From an optimization exercise on the open Yosys and OpenROAD flow, aimed at small area; shortcuts taken in it are not production practice. In this exercise RTL edits were held to simulation tests only and were not proved equivalent to the original. Power is estimated from default activity; no workload was simulated.

Setup of JK:
// stackCalculator
module stackCalculator
(
    input  wire logic      CLK,
    input  wire logic      rst,
    input  commandPkg::buttonCode      buttons,
    input  stackPkg::dataWord        switches,
    output logic [7:0]     leds,
    output stackPkg::dataWord        displayValue
);
==> flow/config.mk <==
export PLATFORM = sky130hd
export DESIGN_NAME = stackCalculator
export DESIGN_NICKNAME = stackCalculator
export VERILOG_FILES = /design/flow/design.v
export SDC_FILE = /design/flow/constraint.sdc
export NUM_CORES = 4
export LEC_CHECK = 0
export CAP_MARGIN = 20
export CORE_MARGIN = 2
export CORE_UTILIZATION = 60
export PLACE_DENSITY = 0.7
export SLEW_MARGIN = 20
==> flow/constraint.sdc <==
create_clock -name core_clock -period 6.0 [get_ports {CLK}]
set_input_delay 1.2000 -clock core_clock [delete_from_list [all_inputs] [get_ports {CLK}]]
set_output_delay 1.2000 -clock core_clock [all_outputs]
set_load 0.01 [all_outputs]
standard.sh (not shown) runs the stock make flow with config.mk's settings and CLKGATE_MAP_FILE= SYNTH_SCRIPT=/design/flow/synth_recipe.tcl, a recipe that flattens the netlist after the stock synthesis.
==> flow/flow/run.sh <==
#!/bin/bash
# The standard layout (standard.sh, unchanged synthesis), with these changes:
# the port buffers are the smallest buffer cell, clock tree synthesis uses no
# dummy loads, and power recovery (downsizing of gates off the critical paths)
# runs after global routing.
set -euo pipefail
export BUFFER_PORTS_ARGS="-buffer_cell sky130_fd_sc_hd__buf_1"
export CTS_ARGS="-sink_clustering_enable -repair_clock_nets -dont_use_dummy_load -sink_clustering_size 10 -sink_clustering_max_diameter 35 -buf_list sky130_fd_sc_hd__clkbuf_4"
export RECOVER_POWER=100
bash standard.sh > standard.log 2>&1
JK | status: complete | timing, DRC, antenna: pass
What MS does differently from JK at the input level:
- PLACE_DENSITY removed (was 0.7)
- CORE_UTILIZATION changed from 60 to 40
- CTS_CLUSTER_SIZE newly set to 18
- CTS_BUF_LIST newly set to sky130_fd_sc_hd__clkbuf_8
- CTS_CLUSTER_DIAMETER newly set to 50
diff --git a/flow/flow/run.sh b/flow/flow/run.sh
--- a/flow/flow/run.sh
+++ b/flow/flow/run.sh
@@ -6,5 +6,5 @@
 set -euo pipefail
 export BUFFER_PORTS_ARGS="-buffer_cell sky130_fd_sc_hd__buf_1"
-export CTS_ARGS="-sink_clustering_enable -repair_clock_nets -dont_use_dummy_load -sink_clustering_size 10 -sink_clustering_max_diameter 35 -buf_list sky130_fd_sc_hd__clkbuf_4"
+export CTS_ARGS="-sink_clustering_enable -repair_clock_nets -dont_use_dummy_load -sink_clustering_size 18 -sink_clustering_max_diameter 50 -buf_list sky130_fd_sc_hd__clkbuf_8"
 export RECOVER_POWER=100
 bash standard.sh > standard.log 2>&1
## What came out
- Worst endpoint data arrival time: JK and MS compared, lower one is MS
- From JK to MS, number of stages on the worst hold path did not move at all.
- Diff JK -> MS | post-synthesis to final-layout area growth | increase of 1.9 points

* * *

Starting RTL as in the previous note.
==> flow/config.mk <==
export PLATFORM = sky130hd
export DESIGN_NAME = stackCalculator
export DESIGN_NICKNAME = stackCalculator
export VERILOG_FILES = /design/flow/design.v
export SDC_FILE = /design/flow/constraint.sdc
export NUM_CORES = 4
export LEC_CHECK = 0
export CAP_MARGIN = 20
export CORE_MARGIN = 2
export CORE_UTILIZATION = 40
export CTS_BUF_LIST = sky130_fd_sc_hd__clkbuf_8
export CTS_CLUSTER_DIAMETER = 50
export CTS_CLUSTER_SIZE = 18
export SLEW_MARGIN = 20
==> flow/constraint.sdc <==
create_clock -name core_clock -period 6.0 [get_ports {CLK}]
set_input_delay 1.2000 -clock core_clock [delete_from_list [all_inputs] [get_ports {CLK}]]
set_output_delay 1.2000 -clock core_clock [all_outputs]
set_load 0.01 [all_outputs]
==> flow/flow/run.sh <==
#!/bin/bash
# The standard layout (standard.sh, unchanged synthesis), with these changes:
# the port buffers are the smallest buffer cell, clock tree synthesis uses no
# dummy loads, and power recovery (downsizing of gates off the critical paths)
# runs after global routing.
set -euo pipefail
export BUFFER_PORTS_ARGS="-buffer_cell sky130_fd_sc_hd__buf_1"
export CTS_ARGS="-sink_clustering_enable -repair_clock_nets -dont_use_dummy_load -sink_clustering_size 10 -sink_clustering_max_diameter 35 -buf_list sky130_fd_sc_hd__clkbuf_4"
export RECOVER_POWER=100
bash standard.sh > standard.log 2>&1
Edit:
--- a/flow/flow/run.sh
+++ b/flow/flow/run.sh
@@ -6,5 +6,5 @@
 set -euo pipefail
 export BUFFER_PORTS_ARGS="-buffer_cell sky130_fd_sc_hd__buf_1"
-export CTS_ARGS="-sink_clustering_enable -repair_clock_nets -dont_use_dummy_load -sink_clustering_size 10 -sink_clustering_max_diameter 35 -buf_list sky130_fd_sc_hd__clkbuf_4"
+export CTS_ARGS="-sink_clustering_enable -repair_clock_nets -dont_use_dummy_load -sink_clustering_size 12 -sink_clustering_max_diameter 40 -buf_list sky130_fd_sc_hd__clkbuf_4"
 export RECOVER_POWER=100
 bash standard.sh > standard.log 2>&1
CORE_UTILIZATION = 60   (was 40)
CTS_BUF_LIST = unset   (was sky130_fd_sc_hd__clkbuf_8)
CTS_CLUSTER_DIAMETER = unset   (was 50)
CTS_CLUSTER_SIZE = unset   (was 18)
PLACE_DENSITY = 0.7   (was unset)
Outcome:
- fmax goes down by 0.48%
- wire length goes down by 5.4%
- global-route usage goes up by 5.5 points
- synthesized area stays the same
- total power goes down by 3.6%
- design area goes down by 2.2%
- die area goes down by 33%
Edit:
--- a/flow/flow/run.sh
+++ b/flow/flow/run.sh
@@ -6,5 +6,5 @@
 set -euo pipefail
 export BUFFER_PORTS_ARGS="-buffer_cell sky130_fd_sc_hd__buf_1"
-export CTS_ARGS="-sink_clustering_enable -repair_clock_nets -dont_use_dummy_load -sink_clustering_size 12 -sink_clustering_max_diameter 40 -buf_list sky130_fd_sc_hd__clkbuf_4"
+export CTS_ARGS="-sink_clustering_enable -repair_clock_nets -dont_use_dummy_load -sink_clustering_size 10 -sink_clustering_max_diameter 35 -buf_list sky130_fd_sc_hd__clkbuf_4"
 export RECOVER_POWER=100
 bash standard.sh > standard.log 2>&1
CORE_UTILIZATION = 40   (was 60)
GPL_TIMING_DRIVEN = 0   (was unset)
PLACE_DENSITY = unset   (was 0.7)
Combinational power rose by 8.5%.
Sequential power barely changes.
Synthesized area is unchanged.
Power increases by 4.0%.
Wire length grows by 6.0%.
Clock power grows by 15%.

==> afterwards: timing with drivers on the ports <==
No port has a modelled driver above. Below, the same layouts with a new extraction and two added sets of constraints.
Step 1 assumes that a clkbuf_16 drives the clock port and a buf_2 every other input.
Step 2 times the ports against the registers' clock, not the clock port: input delays grow and output delays shrink by t, the midpoint of the rising clock arrivals with the driver on.
Three values: ideal, step 1, step 2; two values: the first two.
| run | t, ns | slack for setup (ns) | cell pins on the clock port's net |
|---|---|---|---|
| JK | 0.942 | 0.386 / 0.386 / -0.140 | 1 |
| MS | 0.697 | 0.369 / 0.369 / -0.161 | 1 |
| the first run of note 2 | 0.954 | 0.366 / 0.366 / -0.202 | 1 |
| the second run of note 2 | 0.858 | 0.339 / 0.339 / -0.108 | 1 |
| the third run of note 2 | 0.969 | 0.244 / 0.244 / -0.591 | 1 |
With both steps, setup timing fails in every run listed, where it was met with ideal ports. For the third run of note 2, which loses most, drivers alone change the setup slack by 0.000 ns; drivers and shift together by -0.835 ns.
